This is an optimization exercise on Yosys and OpenROAD, whose aim is small area and a short achievable clock period, not a production implementation. In this exercise RTL edits were held to simulation tests only and were not proved equivalent to the original. Power and IR drop assume default switching activity.

==> job 8905: inputs <==
## apb_acc_top
module apb_acc_top (
  input  wire logic         i_clk,
  input  wire logic         i_reset,
  input  wire logic [11:0]  i_paddr,
  input  wire logic [31:0]  i_pwdata,
  input  wire logic         i_pwrite,
  input  wire logic         i_psel,
  input  wire logic         i_penable,
  output logic      [31:0]  o_prdata,
  output logic              o_pready,
  output logic              o_pslverr
);
  logic [95:0] taps;
  logic [3:0]  ntaps_n;
  logic        setup;
  logic        access;
  logic        sample_wr;
  logic        filter_clear;
  logic        push;
  logic [26:0] data;
  logic        pop;
  logic        fifo_clear;
  logic        fifo_en;
  logic [31:0] head_n;
  logic [2:0]  status_n;
  logic        bypass;
  assign o_pready  = 1'b1;
  assign o_pslverr = 1'b0;
  apb_regs u_regs (
    .i_clk          (i_clk),
    .i_reset        (i_reset),
    .i_paddr        (i_paddr),
    .i_pwdata       (i_pwdata),
    .i_pwrite       (i_pwrite),
    .i_psel         (i_psel),
    .i_penable      (i_penable),
    .o_prdata       (o_prdata),
    .o_taps         (taps),
    .o_ntaps_n      (ntaps_n),
    .o_setup        (setup),
    .o_access       (access),
    .o_sample_wr    (sample_wr),
  ...
==> module result_fifo, before the edit <==
module result_fifo (
  input  wire logic         i_clk,
  input  wire logic         i_reset,
  input  wire logic         i_push,
  input  wire logic [26:0]  i_data,
  input  wire logic         i_pop,
  input  wire logic         i_clear,
  input  wire logic         i_en,
  output logic      [31:0]  o_head_n,     
  output logic              o_bypass,     
  output logic      [2:0]   o_status_n    
);
  logic [25:0] mem [16];
  logic [3:0]  wr_ptr;
  logic [3:0]  rd_ptr;
  logic        empty_q;
  logic        full_q;
  logic        overflow_q;
  logic        do_push;
  logic        do_pop;
  logic        empty_n;
  logic        full_n;
  logic        ovf_n;
  assign do_push = i_push & i_en & ~full_q & ~i_clear;
  assign do_pop  = i_pop & ~empty_q & ~i_clear;
  assign ovf_n   = ~i_clear & (overflow_q | (i_push & i_en & full_q));
  always_comb
  begin
    empty_n = empty_q;
    full_n  = full_q;
    if (i_clear)
    begin
      empty_n = 1'b1;
      full_n  = 1'b0;
    end
    else if (do_push & ~do_pop)
    begin
      empty_n = 1'b0;
      full_n  = (wr_ptr + 4'd1 == rd_ptr);
    end
    else if (do_pop & ~do_push)
    begin
      empty_n = (rd_ptr + 4'd1 == wr_ptr);
      full_n  = 1'b0;
    end
  end
  always_ff @(posedge i_clk or posedge i_reset)
  begin
    if (i_reset)
    begin
      wr_ptr     <= '0;
      rd_ptr     <= '0;
      empty_q    <= 1'b1;
      full_q     <= 1'b0;
      overflow_q <= 1'b0;
    end
    else
    begin
      empty_q    <= empty_n;
      full_q     <= full_n;
      overflow_q <= ovf_n;
      if (i_clear)
      begin
        wr_ptr <= '0;
        rd_ptr <= '0;
      end
      else
      begin
        if (do_push)
          wr_ptr <= wr_ptr + 4'd1;
        if (do_pop)
          rd_ptr <= rd_ptr + 4'd1;
      end
    end
  end
  always_ff @(posedge i_clk)
  begin
    if (do_push)
      mem[wr_ptr] <= i_data[25:0];
  end
  logic [25:0] h;
  logic        h_neg;
  assign h     = mem[rd_ptr];
  assign h_neg = h[25] & (h[24:0] != '0);
  always_comb
  begin
    if (i_clear)
      o_head_n = '0;
    else if (!empty_q)
      o_head_n = {{6{h_neg}}, h};
    else
      o_head_n = '0;
  end
  assign o_bypass = empty_q & do_push;
  assign o_status_n = {ovf_n, full_n, empty_n};
endmodule
==> flow/config.mk <==
export PLATFORM = sky130hd
export DESIGN_NAME = apb_acc_top
export DESIGN_NICKNAME = apb_acc_top
export VERILOG_FILES = /design/flow/design.v
export SDC_FILE = /design/flow/constraint.sdc
export NUM_CORES = 4
export LEC_CHECK = 0
export CAP_MARGIN = 20
export CORE_MARGIN = 2
export CORE_UTILIZATION = 40
export CTS_BUF_LIST = sky130_fd_sc_hd__clkbuf_4 sky130_fd_sc_hd__clkbuf_8
export SETUP_SLACK_MARGIN = 4.2
export SLEW_MARGIN = 20
export SYNTH_HIERARCHICAL = 1
export TNS_END_PERCENT = 20
==> flow/constraint.sdc <==
create_clock -name core_clock -period 7.0 [get_ports {i_clk}]
set_input_delay 1.4000 -clock core_clock [delete_from_list [all_inputs] [get_ports {i_clk}]]
set_output_delay 1.4000 -clock core_clock [all_outputs]
set_load 0.01 [all_outputs]
run.sh (not shown) runs the stock make flow with config.mk's settings and CLKGATE_MAP_FILE= SYNTH_SCRIPT=/design/flow/synth_recipe.tcl, a recipe that flattens the netlist after the stock synthesis.
==> job 403: changes against job 8905 <==
--- a/flow/design.v
+++ b/flow/design.v
@@ -2766,2 +2766,5 @@
   logic        overflow_q;
+  logic [25:0] pend_data;
+  logic [3:0]  pend_ptr;
+  logic        pend_q;
   logic        do_push;
@@ -2823,6 +2826,15 @@
   end
+  always_ff @(posedge i_clk or posedge i_reset)
+  begin
+    if (i_reset)
+      pend_q <= 1'b0;
+    else
+      pend_q <= do_push;
+  end
   always_ff @(posedge i_clk)
   begin
-    if (do_push)
-      mem[wr_ptr] <= i_data[25:0];
+    pend_data <= i_data[25:0];
+    pend_ptr  <= wr_ptr;
+    if (pend_q)
+      mem[pend_ptr] <= pend_data;
   end
@@ -2830,3 +2842,3 @@
   logic        h_neg;
-  assign h     = mem[rd_ptr];
+  assign h     = (pend_q && pend_ptr == rd_ptr) ? pend_data : mem[rd_ptr];
   assign h_neg = h[25] & (h[24:0] != '0);
--- a/flow/config.mk
+++ b/flow/config.mk
@@ -9,4 +9,4 @@
 export CORE_MARGIN = 2
-export CORE_UTILIZATION = 40
-export CTS_BUF_LIST = sky130_fd_sc_hd__clkbuf_4 sky130_fd_sc_hd__clkbuf_8
+export CORE_UTILIZATION = 65
+export PLACE_DENSITY = 0.85
 export SETUP_SLACK_MARGIN = 4.2
==> job 9626: changes against job 8905 <==
--- a/flow/design.v
+++ b/flow/design.v
@@ -2766,2 +2766,5 @@
   logic        overflow_q;
+  logic [25:0] pend_data;
+  logic [3:0]  pend_ptr;
+  logic        pend_q;
   logic        do_push;
@@ -2823,6 +2826,15 @@
   end
+  always_ff @(posedge i_clk or posedge i_reset)
+  begin
+    if (i_reset)
+      pend_q <= 1'b0;
+    else
+      pend_q <= do_push;
+  end
   always_ff @(posedge i_clk)
   begin
-    if (do_push)
-      mem[wr_ptr] <= i_data[25:0];
+    pend_data <= i_data[25:0];
+    pend_ptr  <= wr_ptr;
+    if (pend_q)
+      mem[pend_ptr] <= pend_data;
   end
@@ -2830,3 +2842,3 @@
   logic        h_neg;
-  assign h     = mem[rd_ptr];
+  assign h     = (pend_q && pend_ptr == rd_ptr) ? pend_data : mem[rd_ptr];
   assign h_neg = h[25] & (h[24:0] != '0);
==> comparison table <==
Peak supply drop: job 9626 0.000184 V; job 8905 0.000215 V; job 403 0.000269 V
Total power: job 9626 12900 uW; job 8905 13500 uW; job 403 13000 uW
WL/cell: job 9626 27.3 um; job 8905 27.2 um; job 403 34.3 um
Level count of the clock H-tree: job 9626 4; job 8905 4; job 403 3
CP bufs+invs: job 9626 2; job 8905 5; job 403 3
Met3 WL post-DR: job 9626 12.4 mm; job 8905 12.2 mm; job 403 21.9 mm
CP max stage cell: job 9626 sky130_fd_sc_hd__dfrtp_4; job 8905 sky130_fd_sc_hd__fa_1; job 403 sky130_fd_sc_hd__dfrtp_4
Seq/total area: job 9626 41.2%; job 8905 40.7%; job 403 41.8%
Cell leakage power: job 9626 0.0224 uW; job 8905 0.0219 uW; job 403 0.0222 uW
Highest cell delay on the worst timing path: job 9626 0.53 ns; job 8905 0.49 ns; job 403 0.56 ns
Non-filler instance count after layout: job 9626 5916; job 8905 5744; job 403 5144
Per-cell via count in the routed design: job 9626 5.55; job 8905 5.47; job 403 6.93
Shortest period the worst path allows: job 9626 3.43 ns; job 8905 3.12 ns; job 403 3.71 ns
Number of clock sinks: job 9626 944; job 8905 913; job 403 944
Highest attainable clock frequency: job 9626 0.292 GHz; job 8905 0.320 GHz; job 403 0.270 GHz
Area taken by multi-input logic gates: job 9626 24300 um^2; job 8905 23900 um^2; job 403 24500 um^2
Clk_skew: job 9626 0.0593 ns; job 8905 0.0671 ns; job 403 0.0490 ns
Portion of total power attributed to combinational logic: job 9626 10.3%; job 8905 16.1%; job 403 11.4%
Total clock buffers created by CTS: job 9626 156; job 8905 152; job 403 93
Run status: job 9626 finished clean; job 8905 finished clean; job 403 finished clean
Routed wl met2: job 9626 73.9 mm; job 8905 72.3 mm; job 403 80.0 mm
Area taken by flip-flops and latches: job 9626 24100 um^2; job 8905 23400 um^2; job 403 24000 um^2

-- afterwards: timing with drivers on the ports --
In the flow no input, the clock included, has a driving cell. The finished layouts below were timed again as built, in two steps. Step 1 assumes that a clkbuf_16 drives the clock port and a buf_2 every other input. Step 2, shift: input delay + t, output delay - t, t = (earliest + latest rising clock arrival at the registers) / 2. This alone moves slack from input paths to output paths. Three values: no drivers, after step 1, after step 2; two values: the first two.
run | t, ns | setup slack, ns | latest minus earliest clock arrival (ns) | worst register clock-pin slew, ns | pins driven straight from the clock port
job 8905 | 0.927 | 3.876 / 3.876 / 3.217 | 0.067 / 0.067 | 0.07 / 0.07 | 1
job 403 | 0.752 | 3.295 / 3.295 / 3.139 | 0.049 / 0.049 | 0.08 / 0.08 | 1
job 9626 | 0.956 | 3.573 / 3.573 / 2.969 | 0.066 / 0.066 | 0.07 / 0.07 | 1
After both steps every run listed still meets setup and hold. The setup slack of job 8905, which loses most, moves by 0.000 ns with the drivers and by -0.659 ns with both steps.
